Context: an optimization exercise on an open-source flow, tuned for small area. The choices shown serve that exercise and are no tape-out recipe.
In this exercise RTL edits were held to simulation tests only and were not proved equivalent to the original.
Power and IR drop assume default switching activity.

==> inputs of v17 <==
==> flow/design.v <==
`default_nettype none
module reg_fetch_mp #(
    parameter int XLEN      = 32,
    parameter int NUM_REGS  = 32,
    parameter int NUM_RD    = 2,
    parameter int NUM_WB    = 2,
    parameter int PAYLOAD_W = 64,
    parameter int IDX_W     = $clog2(NUM_REGS)
) (
    input  logic                      i_clk,
    input  logic                      i_rst,
    input  logic                      i_flush,
    input  logic                      i_stall,
    input  logic                      i_valid,
    input  logic [PAYLOAD_W-1:0]      i_payload,
    input  logic [NUM_RD-1:0]         i_rs_valid,
    input  logic [NUM_RD*IDX_W-1:0]   i_rs_idx,
    input  logic [NUM_WB-1:0]         i_wb_valid,
    input  logic [NUM_WB*IDX_W-1:0]   i_wb_idx,
    input  logic [NUM_WB*XLEN-1:0]    i_wb_data,
    output logic                      o_valid,
    output logic [PAYLOAD_W-1:0]      o_payload,
    output logic [NUM_RD-1:0]         o_rs_valid,
    output logic [NUM_RD*XLEN-1:0]    o_rs_data
);
    localparam logic [IDX_W-1:0] c_ZERO_IDX = '0;
    logic [XLEN-1:0]      r_regs     [NUM_REGS];
    logic                 r_valid;
    logic [PAYLOAD_W-1:0] r_payload;
    logic [NUM_RD-1:0]    r_rs_valid;
    logic [XLEN-1:0]      r_rs_data  [NUM_RD];
    logic [IDX_W-1:0]     r_held_idx [NUM_RD];
    logic [IDX_W-1:0]     w_rd_idx   [NUM_RD];
    logic [IDX_W-1:0]     w_wb_idx   [NUM_WB];
    logic [XLEN-1:0]      w_wb_data  [NUM_WB];
    logic [XLEN-1:0]      w_eff      [NUM_RD];
    logic [NUM_RD-1:0]    w_hold_hit;
    logic [XLEN-1:0]      w_hold_data[NUM_RD];
    generate
        for (genvar p = 0; p < NUM_RD; p++) begin : g_rd_unpack
            assign w_rd_idx[p]                 = i_rs_idx[p*IDX_W +: IDX_W];
            assign o_rs_data[p*XLEN +: XLEN]   = r_rs_data[p];
        end
        for (genvar w = 0; w < NUM_WB; w++) begin : g_wb_unpack
            assign w_wb_idx[w]  = i_wb_idx[w*IDX_W +: IDX_W];
            assign w_wb_data[w] = i_wb_data[w*XLEN +: XLEN];
        end
    endgenerate
    always_comb begin
        for (int p = 0; p < NUM_RD; p++) begin
            w_eff[p]       = r_regs[w_rd_idx[p]];
            w_hold_hit[p]  = 1'b0;
            w_hold_data[p] = '0;
            for (int w = 0; w < NUM_WB; w++) begin
                if (i_wb_valid[w] && (w_wb_idx[w] == w_rd_idx[p])) begin
                    w_eff[p] = w_wb_data[w];
                end
                if (i_wb_valid[w] && r_rs_valid[p] &&
                    (r_held_idx[p] != c_ZERO_IDX) &&
                    (w_wb_idx[w] == r_held_idx[p])) begin
                    w_hold_hit[p]  = 1'b1;
                    w_hold_data[p] = w_wb_data[w];
                end
            end
            if (w_rd_idx[p] == c_ZERO_IDX) begin
                w_eff[p] = '0;
            end
        end
    end
    always_ff @(posedge i_clk) begin
        if (i_rst) begin
            for (int i = 0; i < NUM_REGS; i++) begin
                r_regs[i] <= '0;
            end
            r_valid    <= 1'b0;
            r_payload  <= '0;
            r_rs_valid <= '0;
            for (int p = 0; p < NUM_RD; p++) begin
                r_rs_data[p]  <= '0;
                r_held_idx[p] <= '0;
            end
        end else begin
            for (int w = 0; w < NUM_WB; w++) begin
                if (i_wb_valid[w] && (w_wb_idx[w] != c_ZERO_IDX)) begin
                    r_regs[w_wb_idx[w]] <= w_wb_data[w];
                end
            end
            if (i_flush) begin
                r_valid    <= 1'b0;
                r_payload  <= '0;
                r_rs_valid <= '0;
                for (int p = 0; p < NUM_RD; p++) begin
                    r_rs_data[p] <= '0;
                end
            end else if (!i_stall) begin
                r_valid    <= i_valid;
                r_payload  <= i_payload;
                r_rs_valid <= i_rs_valid;
                for (int p = 0; p < NUM_RD; p++) begin
                    r_rs_data[p]  <= i_rs_valid[p] ? w_eff[p] : '0;
                    r_held_idx[p] <= w_rd_idx[p];
                end
            end else begin
                for (int p = 0; p < NUM_RD; p++) begin
                    if (w_hold_hit[p]) begin
                        r_rs_data[p] <= w_hold_data[p];
                    end
                end
            end
        end
    end
    assign o_valid    = r_valid;
    assign o_payload  = r_payload;
    assign o_rs_valid = r_rs_valid;
endmodule
`default_nettype wire
==> flow/run.sh <==
#!/bin/bash
# synth_recipe.tcl (not shown) runs the flow's synth.tcl, then flattens the netlist and writes it again
# the make line also repeats each setting of config.mk as NAME=value (left out here)
make -C /OpenROAD-flow-scripts/flow DESIGN_CONFIG=/design/flow/config.mk WORK_HOME=/design/flow/orfs CLKGATE_MAP_FILE= SYNTH_SCRIPT=/design/flow/synth_recipe.tcl finish
==> flow/config.mk <==
export PLATFORM = sky130hd
export DESIGN_NAME = reg_fetch_mp
export DESIGN_NICKNAME = reg_fetch_mp
export VERILOG_FILES = /design/flow/design.v
export SDC_FILE = /design/flow/constraint.sdc
export NUM_CORES = 4
export LEC_CHECK = 0
export ABC_AREA = 1
export CAP_MARGIN = 20
export CORE_MARGIN = 2
export CORE_UTILIZATION = 30
export SLEW_MARGIN = 20
==> flow/constraint.sdc <==
create_clock -name core_clock -period 5.0 [get_ports {i_clk}]
set_input_delay 1.0000 -clock core_clock [delete_from_list [all_inputs] [get_ports {i_clk}]]
set_output_delay 1.0000 -clock core_clock [all_outputs]
set_load 0.01 [all_outputs]
==> v31: changes against v17 <==
==> flow/design.v, changed modules only <==
module reg_fetch_mp #(
    parameter int XLEN      = 32,
    parameter int NUM_REGS  = 32,
    parameter int NUM_RD    = 2,
    parameter int NUM_WB    = 2,
    parameter int PAYLOAD_W = 64,
    parameter int IDX_W     = $clog2(NUM_REGS)
) (
    input  logic                      i_clk,
    input  logic                      i_rst,
    input  logic                      i_flush,
    input  logic                      i_stall,
    input  logic                      i_valid,
    input  logic [PAYLOAD_W-1:0]      i_payload,
    input  logic [NUM_RD-1:0]         i_rs_valid,
    input  logic [NUM_RD*IDX_W-1:0]   i_rs_idx,
    input  logic [NUM_WB-1:0]         i_wb_valid,
    input  logic [NUM_WB*IDX_W-1:0]   i_wb_idx,
    input  logic [NUM_WB*XLEN-1:0]    i_wb_data,
    output logic                      o_valid,
    output logic [PAYLOAD_W-1:0]      o_payload,
    output logic [NUM_RD-1:0]         o_rs_valid,
    output logic [NUM_RD*XLEN-1:0]    o_rs_data
);
    logic [XLEN-1:0]      r_regs     [1:NUM_REGS-1];
    logic [XLEN-1:0]      w_regs_nxt [1:NUM_REGS-1];
    logic                 r_valid;
    logic [PAYLOAD_W-1:0] r_payload;
    logic [NUM_RD-1:0]    r_rs_valid;
    logic [XLEN-1:0]      r_rs_data  [NUM_RD];
    logic [IDX_W-1:0]     r_held_idx [NUM_RD];
    logic [IDX_W-1:0]     w_wb_idx   [NUM_WB];
    logic [XLEN-1:0]      w_wb_data  [NUM_WB];
    logic w_clr, w_adv, w_hold;
    assign w_clr  = i_rst | i_flush;
    assign w_adv  = ~w_clr & ~i_stall;
    assign w_hold = ~w_clr &  i_stall;
    generate
        for (genvar w = 0; w < NUM_WB; w++) begin : g_wb_unpack
            assign w_wb_idx[w]  = i_wb_idx[w*IDX_W +: IDX_W];
            assign w_wb_data[w] = i_wb_data[w*XLEN +: XLEN];
        end
    endgenerate
    generate
        for (genvar r = 1; r < NUM_REGS; r++) begin : g_rf
            logic w_hit0, w_hit1, w_s0, w_s1, w_sh;
            assign w_hit0 = i_wb_valid[0] & (w_wb_idx[0] == IDX_W'(r));
            assign w_hit1 = i_wb_valid[1] & (w_wb_idx[1] == IDX_W'(r));
            assign w_s1   = ~i_rst &  w_hit1;
            assign w_s0   = ~i_rst &  w_hit0 & ~w_hit1;
            assign w_sh   = ~i_rst & ~w_hit0 & ~w_hit1;
            assign w_regs_nxt[r] = ({XLEN{w_sh}} & r_regs[r])
                                 | ({XLEN{w_s1}} & w_wb_data[1])
                                 | ({XLEN{w_s0}} & w_wb_data[0]);
            always_ff @(posedge i_clk) begin
                r_regs[r] <= w_regs_nxt[r];
            end
        end
    endgenerate
    generate
        for (genvar p = 0; p < NUM_RD; p++) begin : g_rd
            logic [IDX_W-1:0] w_idx;
            logic             w_v;
            logic [XLEN-1:0]  w_rd;
            assign w_idx = w_adv ? i_rs_idx[p*IDX_W +: IDX_W] : r_held_idx[p];
            assign w_v   = (w_adv & i_rs_valid[p]) | (w_hold & r_rs_valid[p]);
            always_comb begin
                w_rd = '0;
                for (int r = 1; r < NUM_REGS; r++) begin
                    w_rd = w_rd | ({XLEN{w_idx == IDX_W'(r)}} & w_regs_nxt[r]);
                end
            end
            always_ff @(posedge i_clk) begin
                r_rs_data[p]  <= {XLEN{w_v}} & w_rd;
                r_held_idx[p] <= {IDX_W{~i_rst}} & w_idx;
            end
            assign o_rs_data[p*XLEN +: XLEN] = r_rs_data[p];
        end
    endgenerate
    always_ff @(posedge i_clk) begin
        r_valid    <= (w_adv & i_valid) | (w_hold & r_valid);
        r_payload  <= ({PAYLOAD_W{w_adv}} & i_payload) | ({PAYLOAD_W{w_hold}} & r_payload);
        r_rs_valid <= ({NUM_RD{w_adv}} & i_rs_valid) | ({NUM_RD{w_hold}} & r_rs_valid);
    end
    assign o_valid    = r_valid;
    assign o_payload  = r_payload;
    assign o_rs_valid = r_rs_valid;
endmodule
==> comparison table <==
Group drawing the most power: v31 clock; v17 sequential cells
Floorplan Core Area: v31 214,000 sq um; v17 227,000 sq um
Period minus WS final: v31 4170 ps; v17 3500 ps
Die X: v31 467 um; v17 482 um
Global Route met1 Usage: v31 0.399; v17 0.347
Detail Route met2 WL: v31 129,000 um; v17 141,000 um
Crit path capture: v31 r_rs_data[0][3]; v17 r_regs[21][10]
Tap cells: v31 2,838; v17 3,009
Number of antenna violations at the first check in global routing: v31 16; v17 7
Result of the run: v31 complete, no violations; v17 complete, no violations
Clock Power Share: v31 0.485; v17 0.409
Overall die area: v31 218,000 sq um; v17 233,000 sq um
Number of combinational gates with multiple inputs: v31 8,436; v17 6,668
Min Hold Slack: v31 464 ps; v17 461 ps
Max reg flops: v31 992; v17 1,024
Yosys top cell by area: v31 sky130_fd_sc_hd__dfxtp_1; v17 sky130_fd_sc_hd__edfxtp_1
Number of antenna repair diodes: v31 8; v17 3
Detailed-routed wire length on met3: v31 46,700 um; v17 44,300 um
Pin count of the biggest net entering global routing: v31 154; v17 140
Highest-utilization routing layer at the global route stage: v31 met1; v17 met2
Vias per inst: v31 5.70; v17 6.02
Vertical extent of the die: v31 467 um; v17 482 um
Fin Clk Skew: v31 75.8 ps; v17 32.6 ps
Critical path depth: v31 17; v17 9

separate check: timing with driven ports:
Ports are ideal in the flow. The routed layouts listed here were re-timed in OpenROAD. Step 1, drivers: a clkbuf_16 drives i_clk and a buf_2 each remaining input, both assumed. Step 2 adds t to the input delays and takes it off the output delays; t is the mean of the earliest and latest rising clock arrival at the registers after step 1. Input paths then give back, and output paths get back, about the clock's delay inside the block. a / b / c = ideal ports / drivers / drivers and shift; a / b = the first two.
run | t (ns) | setup slack, ns | latest minus earliest clock arrival (ns) | worst data-port slew with drivers (ns) | cell pins on the clock port's net
v17 | 0.890 | 1.503 / 1.549 / 0.659 | 0.036 / 0.036 | 0.18 | 1
v31 | 0.881 | 0.834 / 0.893 / 0.011 | 0.077 / 0.077 | 0.21 | 1
After both steps every run listed still meets setup and hold. For v17, which loses most, drivers alone change the setup slack by +0.046 ns; drivers and shift together by -0.844 ns.
